This is an optimization exercise on Yosys and OpenROAD, whose aim is small area, a short achievable clock period and few clock cycles per item, not a production implementation. Where RTL was checked, it was by simulation tests only, not by an equivalence proof against the original. Power and IR drop assume default switching activity.

lagoon:
// grid_zone_binning
module grid_zone_binning (
  input  logic                           clk,
  input  logic                           rst_n,
  input  logic                           in_tvalid,
  output logic                           in_tready,
  input  logic [55:0]                    in_tdata,
  input  logic                           in_tuser,
  output logic                           out_tvalid,
  input  logic                           out_tready,
  output logic [15:0]                    out_tdata,
  output logic [1:0]                     out_tuser,
  output logic                           out_tlast,
  input  logic                           cfg_valid,
  output logic                           cfg_ready,
  input  logic [0:0]                     cfg_index,
  input  logic [11:0]                    cfg_data
);
Settings: LEC_CHECK=0, ABC_CLOCK_PERIOD_IN_PS=2600, CAP_MARGIN=20, CORE_MARGIN=2, CORE_UTILIZATION=40, PLACE_DENSITY=0.6, SETUP_SLACK_MARGIN=3.4, SLEW_MARGIN=20; clock period 6.0 ns.
run.sh (not shown) runs the stock make flow with config.mk's settings and CLKGATE_MAP_FILE= SYNTH_SCRIPT=/design/flow/synth_recipe.tcl, a recipe that flattens the netlist after the stock synthesis.
Testbench counts of lagoon, summed over its fixed seeds: cycles 8,777, items 4,800.
For juniper, these inputs were changed with respect to lagoon:
--- a/flow/design.v
+++ b/flow/design.v
@@ -75,17 +75,17 @@
   logic [3:0]  zone;
   logic        pv_r, phit_r, plast_r, pclr_r;
   logic [3:0]  pzone_r;
   logic [15:0] sel, sel_r, we;
   logic [8:0]  fs_raw, fs, inc;
   logic        same;
   logic [8:0]  fill_r [ZONE_COUNT];
   logic [15:0] fv_r;
-  logic        ov_r, oclr_r, wpend_r;
+  logic        ov_r, oclr_r;
   logic [14:0] res, o_r;         
   assign cfg_ready = 1'b1;
   assign in_tready = rdy_r;
   assign acc       = in_tvalid && rdy_r;
   assign b3_new = 12'(cfg_data[SCR_W-1:2]) + {1'b0, cfg_data[SCR_W-1:2], 1'b0};
   always_ff @(posedge clk) begin
     if (!rst_n) begin
       zw_r  <= SCR_W_RESET[SCR_W-1:2];
@@ -160,17 +160,17 @@
       fs_raw = fs_raw | ({9{sel_r[z] && fv_r[z]}} & fill_r[z]);
   end
   assign inc  = o_r[14] ? 9'd256 : ({1'b0, o_r[11:4]} + 9'd1);
   assign same = phit_r && ov_r && o_r[13] && (o_r[3:0] == pzone_r);
   assign fs   = (ov_r && oclr_r) ? 9'd0 : (same ? inc : fs_raw);
   assign res  = {fs[8], phit_r, plast_r, fs[7:0], pzone_r};
   always_comb begin
     for (int z = 0; z < ZONE_COUNT; z++)
-      we[z] = wpend_r && o_r[13] && !o_r[14] && (o_r[3:0] == 4'(z));
+      we[z] = step && ov_r && o_r[13] && !o_r[14] && (o_r[3:0] == 4'(z));
   end
   assign f1_ld = popd ? (f2v || (rv_r && f1v)) : (rv_r && hv && !f1v);
   assign f2_ld = rv_r && (popd ? f2v : (f1v && !f2v));
   assign n_all = 3'(hv) + 3'(f1v) + 3'(f2v) + 3'(rv_r);
   always_ff @(posedge clk) begin
     if (!rst_n) begin
       hv  <= 1'b0;
       f1v <= 1'b0;
@@ -221,33 +221,31 @@
       rv_r  <= acc;
       if (acc) rdy_r <= popd ? (n_all <= 3'd2) : (n_all <= 3'd1);
       else     rdy_r <= popd ? (n_all <= 3'd3) : (n_all <= 3'd2);
     end
   end
   always_ff @(posedge clk) begin
     if (!rst_n) begin
       fv_r <= '0;
-    end else if (wpend_r && oclr_r) begin
+    end else if (step && ov_r && oclr_r) begin
       fv_r <= '0;
     end else begin
       fv_r <= fv_r | we;
     end
   end
   always_ff @(posedge clk) begin
     for (int z = 0; z < ZONE_COUNT; z++)
       if (we[z]) fill_r[z] <= inc;
   end
   always_ff @(posedge clk) begin
     if (!rst_n) begin
-      ov_r    <= 1'b0;
-      wpend_r <= 1'b0;
-    end else begin
-      if (step) ov_r <= pv_r;
-      wpend_r <= step && pv_r;
+      ov_r <= 1'b0;
+    end else if (step) begin
+      ov_r <= pv_r;
     end
   end
   always_ff @(posedge clk) begin
     if (step) begin
       o_r    <= res;
       oclr_r <= pclr_r;
     end
   end
Notes after the runs:
Looking at share of synthesized area occupied by flip-flops and latches, juniper sits 0.19 points above lagoon.
A end point of the critical path of fill_r[1][8] is what juniper shows, while ry1_r[10] belongs to lagoon.
Summary of juniper over lagoon: post-route total power lower, share of total power consumed by net switching roughly the same, clock tree cell share of total cell area lower, mapped cell area lower, core utilization roughly the same.
Finished layout cell area: juniper vs lagoon down 0.42%
A launch point of the worst path of in_tdata[23] is what lagoon shows, while out_tready belongs to juniper.
juniper vs lagoon, routed wire length went down by 800 um.
Function not checked in juniper: the RTL went through the layout flow alone.


The RTL this note starts from:
==> flow/design.v <==
package gzb_pkg;
  localparam int GRID_COLS  = 4;
  localparam int GRID_ROWS  = 4;
  localparam int ZONE_COUNT = GRID_COLS * GRID_ROWS;
  localparam int FILL_W     = 9;     
  localparam int SCR_W      = 12;
  localparam int ZS_W       = SCR_W - 2;    
  localparam int COORD_W    = 14;
  localparam logic [SCR_W-1:0] SCR_W_RESET = SCR_W'(800);
  localparam logic [SCR_W-1:0] SCR_H_RESET = SCR_W'(600);
  localparam logic OP_CLEAR  = 1'b0;
  localparam logic OP_INSERT = 1'b1;
endpackage
import gzb_pkg::*;
module gzb_lanes (
  input  logic [gzb_pkg::ZS_W-1:0]   zs,
  input  logic [11:0]                b3,
  input  logic signed [13:0]         p,
  output logic [3:0]                 hit
);
  logic [11:0] b [5];
  logic [4:0]  lt, eq;
  logic        neg, big;
  assign b[0] = 12'd0;
  assign b[1] = 12'(zs);
  assign b[2] = {1'b0, zs, 1'b0};
  assign b[3] = b3;
  assign b[4] = {zs, 2'b00};
  assign neg  = p[13];
  assign big  = !p[13] && p[12];
  always_comb begin
    for (int k = 0; k < 5; k++) begin
      lt[k] = neg || (!big && (p[11:0] < b[k]));
      eq[k] = !neg && !big && (p[11:0] == b[k]);
    end
    for (int k = 0; k < 4; k++)
      hit[k] = !lt[k] && (lt[k+1] || eq[k+1]);
  end
endmodule
import gzb_pkg::*;
module grid_zone_binning (
  input  logic                           clk,
  input  logic                           rst_n,
  input  logic                           in_tvalid,
  output logic                           in_tready,
  input  logic [55:0]                    in_tdata,
  input  logic                           in_tuser,
  output logic                           out_tvalid,
  input  logic                           out_tready,
  output logic [15:0]                    out_tdata,
  output logic [1:0]                     out_tuser,
  output logic                           out_tlast,
  input  logic                           cfg_valid,
  output logic                           cfg_ready,
  input  logic [0:0]                     cfg_index,
  input  logic [11:0]                    cfg_data
);
  logic [ZS_W-1:0] zw_r, zh_r;
  logic [11:0]     bw3_r, bh3_r, b3_new;
  logic        rdy_r, rv_r, rop_r;
  logic [3:0]  rc0_r, rr0_r;
  logic [13:0] rx1_r, ry1_r;
  logic [3:0]  c0_hit, r0_hit, c1_hit, r1_hit;
  logic [13:0] x0, y0, x1, y1;
  logic        acc;
  logic [3:0]  col_hit, row_hit;
  logic        f1v, f2v, f1op, f2op;
  logic [3:0]  f1r, f1c, f2r, f2c;
  logic        hv, hop;
  logic [3:0]  hr, hc, hcl;
  logic [3:0]  rsel, csel;
  logic        step, pop, popd, last, last_c, hit;
  logic [1:0]  n_nxt;
  logic [2:0]  n_all;
  logic [3:0]  zone;
  logic        pv_r, phit_r, plast_r, pclr_r;
  logic [3:0]  pzone_r;
  logic [15:0] sel, sel_r, we;
  logic [8:0]  fs_raw, fs, inc;
  logic        same;
  logic [8:0]  fill_r [ZONE_COUNT];
  logic [15:0] fv_r;
  logic        ov_r, oclr_r;
  logic [14:0] res, o_r;         
  assign cfg_ready = 1'b1;
  assign in_tready = rdy_r;
  assign acc       = in_tvalid && rdy_r;
  assign b3_new = 12'(cfg_data[SCR_W-1:2]) + {1'b0, cfg_data[SCR_W-1:2], 1'b0};
  always_ff @(posedge clk) begin
    if (!rst_n) begin
      zw_r  <= SCR_W_RESET[SCR_W-1:2];
      zh_r  <= SCR_H_RESET[SCR_W-1:2];
      bw3_r <= 12'(3 * (SCR_W_RESET / 4));
      bh3_r <= 12'(3 * (SCR_H_RESET / 4));
    end else if (cfg_valid) begin
      if (cfg_index == 1'b0) begin
        zw_r  <= cfg_data[SCR_W-1:2];
        bw3_r <= b3_new;
      end else begin
        zh_r  <= cfg_data[SCR_W-1:2];
        bh3_r <= b3_new;
      end
    end
  end
  assign x0 = 14'($signed(in_tdata[20:8]));
  assign y0 = 14'($signed(in_tdata[33:21]));
  assign x1 = x0 + 14'(in_tdata[42:34]);
  assign y1 = y0 + 14'(in_tdata[51:43]);
  gzb_lanes u_c0 (.zs(zw_r), .b3(bw3_r), .p(x0), .hit(c0_hit));
  gzb_lanes u_r0 (.zs(zh_r), .b3(bh3_r), .p(y0), .hit(r0_hit));
  always_ff @(posedge clk) begin
    rop_r <= in_tuser;
    rc0_r <= c0_hit;
    rr0_r <= r0_hit;
    rx1_r <= x1;
    ry1_r <= y1;
  end
  gzb_lanes u_c1 (.zs(zw_r), .b3(bw3_r), .p(rx1_r), .hit(c1_hit));
  gzb_lanes u_r1 (.zs(zh_r), .b3(bh3_r), .p(ry1_r), .hit(r1_hit));
  assign col_hit = rc0_r | c1_hit;
  assign row_hit = rr0_r | r1_hit;
  always_comb begin
    rsel = '0;
    csel = '0;
    for (int i = 3; i >= 0; i--) begin
      if (hr[i])  rsel = 4'(1) << i;
      if (hcl[i]) csel = 4'(1) << i;
    end
    for (int r = 0; r < 4; r++)
      for (int c = 0; c < 4; c++)
        sel[4*r+c] = rsel[r] && csel[c] && hit;
  end
  assign hit    = hv && hop && (hr != '0) && (hc != '0);
  assign last_c = (hcl & ~csel) == '0;
  assign last   = !hit || (last_c && ((hr & ~rsel) == '0));
  assign zone   = hit ? {rsel[3] | rsel[2], rsel[3] | rsel[1],
                         csel[3] | csel[2], csel[3] | csel[1]} : 4'd0;
  assign step   = !ov_r || out_tready;
  assign pop    = !hv || (step && last);
  assign popd   = hv && step && last;
  always_ff @(posedge clk) begin
    if (!rst_n) begin
      pv_r <= 1'b0;
    end else if (step) begin
      pv_r <= hv;
    end
  end
  always_ff @(posedge clk) begin
    if (step) begin
      phit_r  <= hit;
      plast_r <= last;
      pclr_r  <= hop == OP_CLEAR;
      pzone_r <= zone;
      sel_r   <= sel;
    end
  end
  always_comb begin
    fs_raw = '0;
    for (int z = 0; z < ZONE_COUNT; z++)
      fs_raw = fs_raw | ({9{sel_r[z] && fv_r[z]}} & fill_r[z]);
  end
  assign inc  = o_r[14] ? 9'd256 : ({1'b0, o_r[11:4]} + 9'd1);
  assign same = phit_r && ov_r && o_r[13] && (o_r[3:0] == pzone_r);
  assign fs   = (ov_r && oclr_r) ? 9'd0 : (same ? inc : fs_raw);
  assign res  = {fs[8], phit_r, plast_r, fs[7:0], pzone_r};
  always_comb begin
    for (int z = 0; z < ZONE_COUNT; z++)
      we[z] = step && ov_r && o_r[13] && !o_r[14] && (o_r[3:0] == 4'(z));
  end
  assign n_nxt = 2'(hv) + 2'(f1v) + 2'(f2v) - 2'(popd);
  assign n_all = 3'(hv) + 3'(f1v) + 3'(f2v) + 3'(rv_r);
  always_ff @(posedge clk) begin
    if (!rst_n) begin
      hv  <= 1'b0;
      f1v <= 1'b0;
      f2v <= 1'b0;
    end else begin
      hv  <= pop ? (f1v || rv_r) : 1'b1;
      f1v <= pop ? (f2v || (f1v && rv_r)) : (f1v || (hv && rv_r));
      f2v <= pop ? (f2v && rv_r) : (f2v || (f1v && rv_r));
    end
  end
  always_ff @(posedge clk) begin
    if (pop) begin
      if (f1v) begin
        hop <= f1op;
        hr  <= f1r;
        hc  <= f1c;
        hcl <= f1c;
      end else begin
        hop <= rop_r;
        hr  <= row_hit;
        hc  <= col_hit;
        hcl <= col_hit;
      end
    end else if (step) begin
      if (last_c) begin
        hr  <= hr & ~rsel;
        hcl <= hc;
      end else begin
        hcl <= hcl & ~csel;
      end
    end
    if (pop ? f2v : 1'b0) begin
      f1op <= f2op;
      f1r  <= f2r;
      f1c  <= f2c;
    end else if (n_nxt == 2'd1) begin
      f1op <= rop_r;
      f1r  <= row_hit;
      f1c  <= col_hit;
    end
    if (n_nxt == 2'd2) begin
      f2op <= rop_r;
      f2r  <= row_hit;
      f2c  <= col_hit;
    end
  end
  always_ff @(posedge clk) begin
    if (!rst_n) begin
      rv_r  <= 1'b0;
      rdy_r <= 1'b0;
    end else begin
      rv_r  <= acc;
      if (acc) rdy_r <= popd ? (n_all <= 3'd2) : (n_all <= 3'd1);
      else     rdy_r <= popd ? (n_all <= 3'd3) : (n_all <= 3'd2);
    end
  end
  always_ff @(posedge clk) begin
    if (!rst_n) begin
      fv_r <= '0;
    end else if (step && ov_r && oclr_r) begin
      fv_r <= '0;
    end else begin
      fv_r <= fv_r | we;
    end
  end
  always_ff @(posedge clk) begin
    for (int z = 0; z < ZONE_COUNT; z++)
      if (we[z]) fill_r[z] <= inc;
  end
  always_ff @(posedge clk) begin
    if (!rst_n) begin
      ov_r <= 1'b0;
    end else if (step) begin
      ov_r <= pv_r;
    end
  end
  always_ff @(posedge clk) begin
    if (step) begin
      o_r    <= res;
      oclr_r <= pclr_r;
    end
  end
  assign out_tvalid = ov_r;
  assign out_tdata  = {4'b0000, o_r[11:0]};
  assign out_tuser  = {o_r[14], o_r[13]};
  assign out_tlast  = o_r[12];
endmodule
clock: 6.0 ns
lec_check: 0
abc_clock_period_in_ps: 2600
cap_margin: 20
core_margin: 2
core_utilization: 40
place_density: 0.6
setup_slack_margin: 3.4
slew_margin: 20
Edit:
--- a/flow/design.v
+++ b/flow/design.v
@@ -76,10 +76,9 @@
   logic        pv_r, phit_r, plast_r, pclr_r;
   logic [3:0]  pzone_r;
-  logic [15:0] sel, sel_r, we;
-  logic [8:0]  fs_raw, fs, inc;
-  logic        same;
+  logic [15:0] sel, we, full;
+  logic [8:0]  fs, inc;
   logic [8:0]  fill_r [ZONE_COUNT];
   logic [15:0] fv_r;
-  logic        ov_r, oclr_r;
+  logic        ov_r;
   logic [14:0] res, o_r;         
   assign cfg_ready = 1'b1;
@@ -127,7 +126,4 @@
       if (hcl[i]) csel = 4'(1) << i;
     end
-    for (int r = 0; r < 4; r++)
-      for (int c = 0; c < 4; c++)
-        sel[4*r+c] = rsel[r] && csel[c] && hit;
   end
   assign hit    = hv && hop && (hr != '0) && (hc != '0);
@@ -152,20 +148,17 @@
       pclr_r  <= hop == OP_CLEAR;
       pzone_r <= zone;
-      sel_r   <= sel;
     end
   end
   always_comb begin
-    fs_raw = '0;
-    for (int z = 0; z < ZONE_COUNT; z++)
-      fs_raw = fs_raw | ({9{sel_r[z] && fv_r[z]}} & fill_r[z]);
-  end
-  assign inc  = o_r[14] ? 9'd256 : ({1'b0, o_r[11:4]} + 9'd1);
-  assign same = phit_r && ov_r && o_r[13] && (o_r[3:0] == pzone_r);
-  assign fs   = (ov_r && oclr_r) ? 9'd0 : (same ? inc : fs_raw);
+    fs = '0;
+    for (int z = 0; z < ZONE_COUNT; z++) begin
+      sel[z]  = (pzone_r == 4'(z)) && phit_r;
+      fs      = fs | ({9{sel[z] && fv_r[z]}} & fill_r[z]);
+      full[z] = fv_r[z] && fill_r[z][8];
+    end
+  end
+  assign inc  = fs + 9'd1;
+  assign we   = (step && pv_r) ? (sel & ~full) : '0;
   assign res  = {fs[8], phit_r, plast_r, fs[7:0], pzone_r};
-  always_comb begin
-    for (int z = 0; z < ZONE_COUNT; z++)
-      we[z] = step && ov_r && o_r[13] && !o_r[14] && (o_r[3:0] == 4'(z));
-  end
   assign n_nxt = 2'(hv) + 2'(f1v) + 2'(f2v) - 2'(popd);
   assign n_all = 3'(hv) + 3'(f1v) + 3'(f2v) + 3'(rv_r);
@@ -230,5 +223,5 @@
     if (!rst_n) begin
       fv_r <= '0;
-    end else if (step && ov_r && oclr_r) begin
+    end else if (step && pv_r && pclr_r) begin
       fv_r <= '0;
     end else begin
@@ -248,8 +241,5 @@
   end
   always_ff @(posedge clk) begin
-    if (step) begin
-      o_r    <= res;
-      oclr_r <= pclr_r;
-    end
+    if (step) o_r <= res;
   end
   assign out_tvalid = ov_r;
Effect:
- The changed run completed with no timing, DRC or antenna violations
- sequential share of layout area goes down by 5.6 points
- critical path depth falls by 1
- global-route usage is higher by 2.0 points
- non-clock buffer count rose by 61
- wire length grows by about a fifth
- cell count increases by a little under a tenth
- area after synthesis is lower slightly
- via count went up by roughly a tenth
- cell area grows by a little under a tenth
- worst hold slack got worse by 8.1 ps
Function was not checked in any run of this note: the RTL went through the layout flow alone.

[static timing again, ports no longer ideal]
Ports are ideal in the flow. The routed layouts listed here were re-timed in OpenROAD.
Step 1: set_driving_cell puts a clkbuf_16 on clk and a buf_2 on each other input, an assumption about the parent block.
Step 2 also shifts input and output timing later by t, the mid clock arrival at the registers, as if the neighbouring blocks saw the same clock.
Slacks: no drivers / after step 1 / after step 2; pairs: no drivers / after step 1.
run | shift t [ns] | setup WS [ns] | worst register clock-pin slew, ns | worst slew at a driven data input, ns
lagoon | 0.593 | 3.431 / 3.401 / 2.862 | 0.06 / 0.06 | 0.07
juniper | 0.581 | 3.384 / 3.368 / 2.823 | 0.06 / 0.06 | 0.05
the first run of note 2 | 0.626 | 3.102 / 3.115 / 2.505 | 0.07 / 0.07 | 0.05
the second run of note 2 | 0.577 | 3.020 / 3.020 / 2.788 | 0.06 / 0.06 | 0.08
After both steps setup and hold are still met in every run listed. For the first run of note 2, which loses most, drivers alone change the setup slack by +0.013 ns; drivers and shift together by -0.597 ns.
